Background: an optimization exercise with open tools, aiming at small area and a short achievable clock period. Do not read the settings as production practice. Power and IR drop assume default switching activity.

==> job 1944 <==
==> flow/design.v <==
`default_nettype none
package denise_pkg;
  localparam int ADDR_W      = 9;
  localparam int DATA_W      = 16;
  localparam int RGB_W       = 12;
  localparam int COMP_W      = 4;
  localparam int NUM_PLANES  = 6;
  localparam int PLANE_SEL_W = 3;
  localparam int CLUT_DEPTH  = 32;
  localparam int CLUT_IDX_W  = 5;
  localparam int PIX_IDX_W   = 6;
  localparam int LINE_PIXELS = 16;
  localparam int PIX_CNT_W   = 4;
  localparam logic [ADDR_W-1:0] BPLCON0_ADDR = 9'h100;
  localparam logic [ADDR_W-1:0] BPLCON2_ADDR = 9'h104;
  localparam logic [ADDR_W-1:0] BPLDAT_BASE  = 9'h110;
  localparam logic [ADDR_W-1:0] COLOR_BASE   = 9'h180;
  localparam int BPU_W      = 3;
  localparam int BPU_LSB    = 12;
  localparam int DBLPF_BIT  = 10;
  localparam int PF2PRI_BIT = 6;
  typedef enum logic [2:0] {
    OP_NONE    = 3'd0,
    OP_BPLCON0 = 3'd1,
    OP_BPLCON2 = 3'd2,
    OP_BPLDAT  = 3'd3,
    OP_COLOR   = 3'd4,
    OP_BAD     = 3'd5
  } reg_op_e;
  typedef struct packed {
    logic [BPU_W-1:0] bpu;
    logic             dblpf;
    logic             pf2pri;
  } bplcon_t;
endpackage
`default_nettype wire
`timescale 1ns/10ps
`default_nettype none
module denise_top (
  input  wire         clk,
  input  wire         rst_n,
  input  wire  [8:0]  paddr,
  input  wire         psel,
  input  wire         penable,
  input  wire         pwrite,
  input  wire  [15:0] pwdata,
  output logic [15:0] prdata,
  output logic        pready,
  output logic        pslverr,
  output logic [11:0] rgb,
  output logic        pix_valid
);
  logic        is_con0, is_con2, is_bpl, is_col;
  logic [2:0]  bsel;
  logic [4:0]  csel;
  logic        wr;
  logic [31:0] cdec;
  assign is_con0 = paddr == 9'h100;
  assign is_con2 = paddr == 9'h104;
  assign bsel    = paddr[3:1];
  assign csel    = paddr[5:1];
  assign is_bpl  = paddr[8:4] == 5'h11 && !paddr[0] && bsel < 3'd6;
  assign is_col  = paddr[8:6] == 3'b110 && !paddr[0];
  assign wr      = psel && penable && pwrite;
  always_comb begin
    for (int i = 0; i < 32; i++) cdec[i] = csel == 5'(i);
  end
  logic [2:0] bpu_q;
  logic       dblpf_q;
  logic       pf2pri_q;
  always_ff @(posedge clk) begin
    if (!rst_n) begin
      bpu_q    <= '0;
      dblpf_q  <= 1'b0;
      pf2pri_q <= 1'b0;
    end else begin
      if (wr && is_con0) begin
        bpu_q   <= pwdata[14:12];
        dblpf_q <= pwdata[10];
      end
      if (wr && is_con2) pf2pri_q <= pwdata[6];
    end
  end
  logic [11:0] clut [32];
  always_ff @(posedge clk) begin
    for (int i = 0; i < 32; i++) begin
      if (wr && is_col && cdec[i]) clut[i] <= pwdata[11:0];
    end
  end
  logic [11:0] rd_col;
  logic [14:0] rd_word;
  logic [14:0] prdata_q;
  logic        pslverr_q;
  logic        pready_q;
  always_comb begin
    rd_col = '0;
    for (int i = 0; i < 32; i++) rd_col = rd_col | (clut[i] & {12{cdec[i]}});
    rd_word = '0;
    if (is_col) rd_word[11:0] = rd_col;
    if (is_con0) begin
      rd_word[14:12] = bpu_q;
      rd_word[10]    = dblpf_q;
    end
    if (is_con2) rd_word[6] = pf2pri_q;
  end
  always_ff @(posedge clk) begin
    pready_q  <= psel;
    pslverr_q <= !(is_con0 || is_con2 || is_col || (is_bpl && pwrite));
    prdata_q  <= rd_word;
  end
  assign pready  = pready_q;
  assign pslverr = pslverr_q;
  assign prdata  = {1'b0, prdata_q};
  logic [15:0] bpl_dat [1:5];
  logic [15:0] shift_q [6];
  logic [15:0] src     [6];
  logic        load;
  logic [3:0]  cnt_q;
  logic        active_q;
  assign load = wr && is_bpl && bsel == 3'd0;
  always_ff @(posedge clk) begin
    for (int p = 1; p < 6; p++) begin
      if (wr && is_bpl && bsel == 3'(p)) bpl_dat[p] <= pwdata;
    end
  end
  always_comb begin
    src[0] = pwdata;
    for (int p = 1; p < 6; p++) src[p] = bpl_dat[p];
  end
  always_ff @(posedge clk) begin
    for (int p = 0; p < 6; p++) begin
      if (load) shift_q[p] <= src[p] & {16{3'(p) < bpu_q}};
      else      shift_q[p] <= {shift_q[p][14:0], 1'b0};
    end
  end
  always_ff @(posedge clk) begin
    if (!rst_n) begin
      active_q <= 1'b0;
      cnt_q    <= '0;
    end else if (load) begin
      active_q <= 1'b1;
      cnt_q    <= '0;
    end else if (active_q) begin
      cnt_q <= cnt_q + 1'b1;
      if (cnt_q == 4'd15) active_q <= 1'b0;
    end
  end
  logic [5:0]  b;
  logic [2:0]  pf1, pf2;
  logic [4:0]  idx;
  logic        ehb;
  logic [11:0] look;
  logic [11:0] pix;
  logic [11:0] rgb_q;
  logic        pv_q;
  always_comb begin
    for (int p = 0; p < 6; p++) b[p] = shift_q[p][15];
    pf1 = {b[4], b[2], b[0]};
    pf2 = {b[5], b[3], b[1]};
    ehb = 1'b0;
    if (!dblpf_q) begin
      idx = b[4:0];
      ehb = b[5] && bpu_q == 3'd6;
    end else if (pf2 != 3'd0 && (pf1 == 3'd0 || pf2pri_q)) begin
      idx = {2'b01, pf2};
    end else begin
      idx = {2'b00, pf1};
    end
    look = '0;
    for (int i = 0; i < 32; i++) look = look | (clut[i] & {12{idx == 5'(i)}});
    if (ehb) pix = {1'b0, look[11:9], 1'b0, look[7:5], 1'b0, look[3:1]};
    else     pix = look;
  end
  always_ff @(posedge clk) begin
    if (!rst_n || !active_q) begin
      rgb_q <= '0;
    end else begin
      rgb_q <= pix;
    end
    pv_q <= rst_n && active_q;
  end
  assign rgb       = rgb_q;
  assign pix_valid = pv_q;
endmodule
`default_nettype wire
==> flow/run.sh <==
#!/bin/bash
# synth_recipe.tcl (not shown) runs the flow's synth.tcl, then flattens the netlist and writes it again
# the make line also repeats each setting of config.mk as NAME=value (left out here)
make -C /OpenROAD-flow-scripts/flow DESIGN_CONFIG=/design/flow/config.mk WORK_HOME=/design/flow/orfs CLKGATE_MAP_FILE= SYNTH_SCRIPT=/design/flow/synth_recipe.tcl finish
==> flow/config.mk <==
export PLATFORM = sky130hd
export DESIGN_NAME = denise_top
export DESIGN_NICKNAME = denise_top
export VERILOG_FILES = /design/flow/design.v
export SDC_FILE = /design/flow/constraint.sdc
export NUM_CORES = 4
export LEC_CHECK = 0
export CAP_MARGIN = 20
export CORE_MARGIN = 2
export CORE_UTILIZATION = 40
export SETUP_SLACK_MARGIN = 3.5
export SLEW_MARGIN = 20
==> flow/constraint.sdc <==
create_clock -name core_clock -period 7.0 [get_ports {clk}]
set_input_delay 1.4000 -clock core_clock [delete_from_list [all_inputs] [get_ports {clk}]]
set_output_delay 1.4000 -clock core_clock [all_outputs]
set_load 0.01 [all_outputs]
==> inputs of job 9451, as changes to job 1944 <==
--- a/flow/design.v
+++ b/flow/design.v
@@ -53,38 +53,65 @@
   logic        is_con0, is_con2, is_bpl, is_col;
   logic [2:0]  bsel;
-  logic [4:0]  csel;
-  logic        wr;
+  logic        wsetup;
+  logic [7:0]  chi;
+  logic [3:0]  clo;
   logic [31:0] cdec;
   assign is_con0 = paddr == 9'h100;
   assign is_con2 = paddr == 9'h104;
   assign bsel    = paddr[3:1];
-  assign csel    = paddr[5:1];
   assign is_bpl  = paddr[8:4] == 5'h11 && !paddr[0] && bsel < 3'd6;
   assign is_col  = paddr[8:6] == 3'b110 && !paddr[0];
-  assign wr      = psel && penable && pwrite;
-  always_comb begin
-    for (int i = 0; i < 32; i++) cdec[i] = csel == 5'(i);
-  end
-  logic [2:0] bpu_q;
-  logic       dblpf_q;
-  logic       pf2pri_q;
-  always_ff @(posedge clk) begin
+  assign wsetup  = psel && !penable && pwrite;
+  always_comb begin
+    for (int j = 0; j < 8; j++) chi[j] = is_col && paddr[5:3] == 3'(j);
+    for (int k = 0; k < 4; k++) clo[k] = paddr[2:1] == 2'(k);
+    for (int i = 0; i < 32; i++) cdec[i] = chi[i/4] && clo[i%4];
+  end
+  logic       wr;
+  logic [5:0] wbpl;
+  logic       load_q;
+  logic       wcon0_q;
+  logic       wcon2_q;
+  assign wr = psel && penable && pwrite;
+  always_comb begin
+    for (int p = 0; p < 6; p++) wbpl[p] = wr && is_bpl && bsel == 3'(p);
+  end
+  always_ff @(posedge clk) begin
+    load_q  <= wsetup && is_bpl && bsel == 3'd0;
+    wcon0_q <= wsetup && is_con0;
+    wcon2_q <= wsetup && is_con2;
+  end
+  logic [2:0] bpu_q,    bpu_d;
+  logic       dblpf_q,  dblpf_d;
+  logic       pf2pri_q, pf2pri_d;
+  always_comb begin
+    bpu_d    = bpu_q;
+    dblpf_d  = dblpf_q;
+    pf2pri_d = pf2pri_q;
+    if (wcon0_q) begin
+      bpu_d   = pwdata[14:12];
+      dblpf_d = pwdata[10];
+    end
+    if (wcon2_q) pf2pri_d = pwdata[6];
     if (!rst_n) begin
-      bpu_q    <= '0;
-      dblpf_q  <= 1'b0;
-      pf2pri_q <= 1'b0;
-    end else begin
-      if (wr && is_con0) begin
-        bpu_q   <= pwdata[14:12];
-        dblpf_q <= pwdata[10];
-      end
-      if (wr && is_con2) pf2pri_q <= pwdata[6];
-    end
-  end
-  logic [11:0] clut [32];
+      bpu_d    = '0;
+      dblpf_d  = 1'b0;
+      pf2pri_d = 1'b0;
+    end
+  end
+  always_ff @(posedge clk) begin
+    bpu_q    <= bpu_d;
+    dblpf_q  <= dblpf_d;
+    pf2pri_q <= pf2pri_d;
+  end
+  logic [11:0]  clut [32];
+  logic [383:0] clut_flat;
   always_ff @(posedge clk) begin
     for (int i = 0; i < 32; i++) begin
-      if (wr && is_col && cdec[i]) clut[i] <= pwdata[11:0];
-    end
+      if (wr && cdec[i]) clut[i] <= pwdata[11:0];
+    end
+  end
+  always_comb begin
+    for (int i = 0; i < 32; i++) clut_flat[i*12 +: 12] = clut[i];
   end
   logic [11:0] rd_col;
@@ -93,14 +120,12 @@
   logic        pslverr_q;
   logic        pready_q;
-  always_comb begin
-    rd_col = '0;
-    for (int i = 0; i < 32; i++) rd_col = rd_col | (clut[i] & {12{cdec[i]}});
-    rd_word = '0;
-    if (is_col) rd_word[11:0] = rd_col;
+  denise_clut_rd rd_port (.tab(clut_flat), .sel(cdec), .q(rd_col));
+  always_comb begin
+    rd_word = {3'b000, rd_col};
     if (is_con0) begin
       rd_word[14:12] = bpu_q;
-      rd_word[10]    = dblpf_q;
-    end
-    if (is_con2) rd_word[6] = pf2pri_q;
+      rd_word[10]    = rd_word[10] | dblpf_q;
+    end
+    if (is_con2) rd_word[6] = rd_word[6] | pf2pri_q;
   end
   always_ff @(posedge clk) begin
@@ -114,12 +139,13 @@
   logic [15:0] bpl_dat [1:5];
   logic [15:0] shift_q [6];
+  logic [15:0] shift_d [6];
   logic [15:0] src     [6];
   logic        load;
   logic [3:0]  cnt_q;
   logic        active_q;
-  assign load = wr && is_bpl && bsel == 3'd0;
+  assign load = load_q;
   always_ff @(posedge clk) begin
     for (int p = 1; p < 6; p++) begin
-      if (wr && is_bpl && bsel == 3'(p)) bpl_dat[p] <= pwdata;
+      if (wbpl[p]) bpl_dat[p] <= pwdata;
     end
   end
@@ -127,10 +153,11 @@
     src[0] = pwdata;
     for (int p = 1; p < 6; p++) src[p] = bpl_dat[p];
-  end
-  always_ff @(posedge clk) begin
     for (int p = 0; p < 6; p++) begin
-      if (load) shift_q[p] <= src[p] & {16{3'(p) < bpu_q}};
-      else      shift_q[p] <= {shift_q[p][14:0], 1'b0};
-    end
+      if (load) shift_d[p] = src[p] & {16{3'(p) < bpu_q}};
+      else      shift_d[p] = {shift_q[p][14:0], 1'b0};
+    end
+  end
+  always_ff @(posedge clk) begin
+    for (int p = 0; p < 6; p++) shift_q[p] <= shift_d[p];
   end
   always_ff @(posedge clk) begin
@@ -148,6 +175,25 @@
   logic [5:0]  b;
   logic [2:0]  pf1, pf2;
-  logic [4:0]  idx;
-  logic        ehb;
+  logic [4:0]  idx_d, idx_q;
+  logic        ehb_d, ehb_q;
+  always_comb begin
+    for (int p = 0; p < 6; p++) b[p] = shift_d[p][15];
+    pf1 = {b[4], b[2], b[0]};
+    pf2 = {b[5], b[3], b[1]};
+    ehb_d = 1'b0;
+    if (!dblpf_d) begin
+      idx_d = b[4:0];
+      ehb_d = b[5] && bpu_d == 3'd6;
+    end else if (pf2 != 3'd0 && (pf1 == 3'd0 || pf2pri_d)) begin
+      idx_d = {2'b01, pf2};
+    end else begin
+      idx_d = {2'b00, pf1};
+    end
+  end
+  always_ff @(posedge clk) begin
+    idx_q <= idx_d;
+    ehb_q <= ehb_d;
+  end
+  logic [31:0] pdec;
   logic [11:0] look;
   logic [11:0] pix;
@@ -155,20 +201,10 @@
   logic        pv_q;
   always_comb begin
-    for (int p = 0; p < 6; p++) b[p] = shift_q[p][15];
-    pf1 = {b[4], b[2], b[0]};
-    pf2 = {b[5], b[3], b[1]};
-    ehb = 1'b0;
-    if (!dblpf_q) begin
-      idx = b[4:0];
-      ehb = b[5] && bpu_q == 3'd6;
-    end else if (pf2 != 3'd0 && (pf1 == 3'd0 || pf2pri_q)) begin
-      idx = {2'b01, pf2};
-    end else begin
-      idx = {2'b00, pf1};
-    end
-    look = '0;
-    for (int i = 0; i < 32; i++) look = look | (clut[i] & {12{idx == 5'(i)}});
-    if (ehb) pix = {1'b0, look[11:9], 1'b0, look[7:5], 1'b0, look[3:1]};
-    else     pix = look;
+    for (int i = 0; i < 32; i++) pdec[i] = idx_q == 5'(i);
+  end
+  denise_clut_rd pix_port (.tab(clut_flat), .sel(pdec), .q(look));
+  always_comb begin
+    if (ehb_q) pix = {1'b0, look[11:9], 1'b0, look[7:5], 1'b0, look[3:1]};
+    else       pix = look;
   end
   always_ff @(posedge clk) begin
@@ -183,3 +219,47 @@
   assign pix_valid = pv_q;
 endmodule
+module denise_clut_rd (
+  input  wire  [383:0] tab,
+  input  wire  [31:0]  sel,
+  output logic [11:0]  q
+);
+  logic [11:0] g [4];
+  logic [11:0] n01, n23;
+  for (genvar k = 0; k < 4; k++) begin : grp
+    for (genvar c = 0; c < 12; c++) begin : bit_
+      denise_or8 u_or8 (
+        .d ({tab[(8*k+7)*12+c], tab[(8*k+6)*12+c], tab[(8*k+5)*12+c], tab[(8*k+4)*12+c],
+             tab[(8*k+3)*12+c], tab[(8*k+2)*12+c], tab[(8*k+1)*12+c], tab[(8*k+0)*12+c]}),
+        .s (sel[8*k +: 8]),
+        .y (g[k][c])
+      );
+    end
+  end
+  for (genvar c = 0; c < 12; c++) begin : join_
+    denise_nor2  u_n01 (.a(g[0][c]), .b(g[1][c]), .y(n01[c]));
+    denise_nor2  u_n23 (.a(g[2][c]), .b(g[3][c]), .y(n23[c]));
+    denise_nand2 u_q   (.a(n01[c]), .b(n23[c]), .y(q[c]));
+  end
+endmodule
+module denise_or8 (
+  input  wire  [7:0] d,
+  input  wire  [7:0] s,
+  output logic       y
+);
+  assign y = |(d & s);
+endmodule
+module denise_nor2 (
+  input  wire  a,
+  input  wire  b,
+  output logic y
+);
+  assign y = !(a || b);
+endmodule
+module denise_nand2 (
+  input  wire  a,
+  input  wire  b,
+  output logic y
+);
+  assign y = !(a && b);
+endmodule
 `default_nettype wire
--- a/flow/config.mk
+++ b/flow/config.mk
@@ -9,4 +9,8 @@
 export CORE_MARGIN = 2
 export CORE_UTILIZATION = 40
-export SETUP_SLACK_MARGIN = 3.5
+export CTS_BUF_LIST = sky130_fd_sc_hd__clkbuf_16
+export CTS_CLUSTER_DIAMETER = 100
+export CTS_CLUSTER_SIZE = 25
+export SETUP_SLACK_MARGIN = 4.3
 export SLEW_MARGIN = 20
+export SYNTH_HIERARCHICAL = 1
==> inputs of job 5726, as changes to job 1944 <==
--- a/flow/design.v
+++ b/flow/design.v
@@ -54,5 +54,5 @@
   logic [2:0]  bsel;
   logic [4:0]  csel;
-  logic        wr;
+  logic        wsetup;
   logic [31:0] cdec;
   assign is_con0 = paddr == 9'h100;
@@ -62,7 +62,19 @@
   assign is_bpl  = paddr[8:4] == 5'h11 && !paddr[0] && bsel < 3'd6;
   assign is_col  = paddr[8:6] == 3'b110 && !paddr[0];
-  assign wr      = psel && penable && pwrite;
+  assign wsetup  = psel && !penable && pwrite;
   always_comb begin
     for (int i = 0; i < 32; i++) cdec[i] = csel == 5'(i);
+  end
+  logic [7:0] wcol_hi_q;
+  logic [3:0] wcol_lo_q;
+  logic [5:0] wbpl_q;
+  logic       wcon0_q;
+  logic       wcon2_q;
+  always_ff @(posedge clk) begin
+    for (int j = 0; j < 8; j++) wcol_hi_q[j] <= wsetup && is_col && paddr[5:3] == 3'(j);
+    for (int k = 0; k < 4; k++) wcol_lo_q[k] <= paddr[2:1] == 2'(k);
+    for (int p = 0; p < 6; p++) wbpl_q[p] <= wsetup && is_bpl && bsel == 3'(p);
+    wcon0_q <= wsetup && is_con0;
+    wcon2_q <= wsetup && is_con2;
   end
   logic [2:0] bpu_q;
@@ -75,16 +87,20 @@
       pf2pri_q <= 1'b0;
     end else begin
-      if (wr && is_con0) begin
+      if (wcon0_q) begin
         bpu_q   <= pwdata[14:12];
         dblpf_q <= pwdata[10];
       end
-      if (wr && is_con2) pf2pri_q <= pwdata[6];
-    end
-  end
-  logic [11:0] clut [32];
+      if (wcon2_q) pf2pri_q <= pwdata[6];
+    end
+  end
+  logic [11:0]  clut [32];
+  logic [383:0] clut_flat;
   always_ff @(posedge clk) begin
     for (int i = 0; i < 32; i++) begin
-      if (wr && is_col && cdec[i]) clut[i] <= pwdata[11:0];
-    end
+      if (wcol_hi_q[i/4] && wcol_lo_q[i%4]) clut[i] <= pwdata[11:0];
+    end
+  end
+  always_comb begin
+    for (int i = 0; i < 32; i++) clut_flat[i*12 +: 12] = clut[i];
   end
   logic [11:0] rd_col;
@@ -93,7 +109,6 @@
   logic        pslverr_q;
   logic        pready_q;
-  always_comb begin
-    rd_col = '0;
-    for (int i = 0; i < 32; i++) rd_col = rd_col | (clut[i] & {12{cdec[i]}});
+  denise_clut_rd rd_port (.tab(clut_flat), .sel(cdec), .q(rd_col));
+  always_comb begin
     rd_word = '0;
     if (is_col) rd_word[11:0] = rd_col;
@@ -118,8 +133,8 @@
   logic [3:0]  cnt_q;
   logic        active_q;
-  assign load = wr && is_bpl && bsel == 3'd0;
+  assign load = wbpl_q[0];
   always_ff @(posedge clk) begin
     for (int p = 1; p < 6; p++) begin
-      if (wr && is_bpl && bsel == 3'(p)) bpl_dat[p] <= pwdata;
+      if (wbpl_q[p]) bpl_dat[p] <= pwdata;
     end
   end
@@ -150,4 +165,5 @@
   logic [4:0]  idx;
   logic        ehb;
+  logic [31:0] pdec;
   logic [11:0] look;
   logic [11:0] pix;
@@ -167,6 +183,8 @@
       idx = {2'b00, pf1};
     end
-    look = '0;
-    for (int i = 0; i < 32; i++) look = look | (clut[i] & {12{idx == 5'(i)}});
+    for (int i = 0; i < 32; i++) pdec[i] = idx == 5'(i);
+  end
+  denise_clut_rd pix_port (.tab(clut_flat), .sel(pdec), .q(look));
+  always_comb begin
     if (ehb) pix = {1'b0, look[11:9], 1'b0, look[7:5], 1'b0, look[3:1]};
     else     pix = look;
@@ -183,3 +201,13 @@
   assign pix_valid = pv_q;
 endmodule
+module denise_clut_rd (
+  input  wire  [383:0] tab,
+  input  wire  [31:0]  sel,
+  output logic [11:0]  q
+);
+  always_comb begin
+    q = '0;
+    for (int i = 0; i < 32; i++) q = q | (tab[i*12 +: 12] & {12{sel[i]}});
+  end
+endmodule
 `default_nettype wire
--- a/flow/config.mk
+++ b/flow/config.mk
@@ -9,4 +9,5 @@
 export CORE_MARGIN = 2
 export CORE_UTILIZATION = 40
-export SETUP_SLACK_MARGIN = 3.5
+export SETUP_SLACK_MARGIN = 4.3
 export SLEW_MARGIN = 20
+export SYNTH_HIERARCHICAL = 1
==> results.txt <==
status=no timing/DRC/antenna violations; ranking of synthesized cells by area=edfxtp_1, a22oi_1, dfxtp_1, a22o_1, nor2_1; Clock Power Share=0.326; Tightest Pin Transition=1.08 ns; Slew HR=0.277; leakage power=0.00902 uW; Die Width=242 um; post-synthesis sequential area ratio=0.736; Worst path slowest cell=a22oi_2; crit-path cells=buf_6 > nor3b_4 > buf_4 > and3_4 > buf_12 > nand2_8 > nor2_4 > buf_12 > a22oi_2 > nand4_1 > nor2_1 > nand2_1 > a21o_1; worst hold start=bpl_dat[2][0]; FFs & Latches=603
the above is filed under job 9451

==> results.txt <==
critical path fanouts, max=6; Internal=6230 uW; # rows=89; ranking of synthesized cells by area=edfxtp_1, dfxtp_1, a22oi_1, nand4_1, o21ai_0; non-clk buf share=0.0551; Worst path slowest cell=or4_4; Seq pwr share=0.501; Core ar.=59100 sq um; Clock Power Share=0.472; crit-path cells=buf_4 > o21bai_4 > a21oi_4 > buf_4 > o22ai_4 > nor3_2 > buf_4 > a22oi_1 > nand4_1 > or4_4 > mux2i_1 > nor2_1; post-synthesis sequential area ratio=0.711; worst hold start=shift_q[1][9]; Die Width=249 um; leakage power=0.00932 uW; Tightest Pin Transition=1.11 ns; Slew HR=0.263; status=no timing/DRC/antenna violations; FFs & Latches=620
the above is filed under job 5726

==> results.txt <==
worst hold start=shift_q[5][11]; multi-input combinational area share=0.264; Hold Path End=shift_q[5][12]; final routed DRC violation total=0; Worst path slowest cell=nor3_2; post-synthesis sequential area ratio=0.683; Post-CTS Repair Setup Buffers=25; Largest Register=clut; Power, Total=7640 uW; final worst slack=3.35 ns; Reg2Reg Launch Point=shift_q[0][15]; Die Width=251 um; Slew HR=0.288; leakage power=0.0102 uW; status=no timing/DRC/antenna violations; Clock Power Share=0.471; crit-path cells=clkdlybuf4s50_1 > nand4bb_1 > buf_4 > inv_1 > nand2_4 > nor3_2 > buf_4; Core ar.=60400 sq um; xor/xnor share of the synthesized area=0.00108; FFs & Latches=600; Crit Reg-Reg Endpoint=rgb_q[4]
the above is filed under job 1944

No run of this note included a check of the RTL's function; only the layout flow was run.

re-timing with driven ports:
Ports are ideal in the flow. The routed layouts listed here were re-timed in OpenROAD. Step 1 sets driving cells, clkbuf_16 on the clock port and buf_2 on the other inputs (assumed; they add their load-dependent delay and slew). Step 2 also shifts input and output timing later by t, the mid clock arrival at the registers, as if the neighbouring blocks saw the same clock. a / b / c = ideal / step 1 / step 2; a / b = the first two.
run | shift t [ns] | setup WS [ns] | hold slack, ns | latest minus earliest clock arrival (ns) | worst register clock-pin slew, ns
job 1944 | 0.682 | 3.350 / 3.390 / 2.708 | 0.407 / 0.407 / 0.407 | 0.028 / 0.029 | 0.07 / 0.07
job 9451 | 0.675 | 4.165 / 4.190 / 3.515 | 0.450 / 0.450 / 0.450 | 0.023 / 0.023 | 0.11 / 0.11
job 5726 | 0.669 | 3.964 / 3.964 / 3.436 | 0.428 / 0.428 / 0.428 | 0.032 / 0.032 | 0.07 / 0.07
After both steps setup and hold are still met in every run listed. The setup slack of job 9451, which loses most, moves by +0.025 ns with the drivers and by -0.650 ns with both steps.
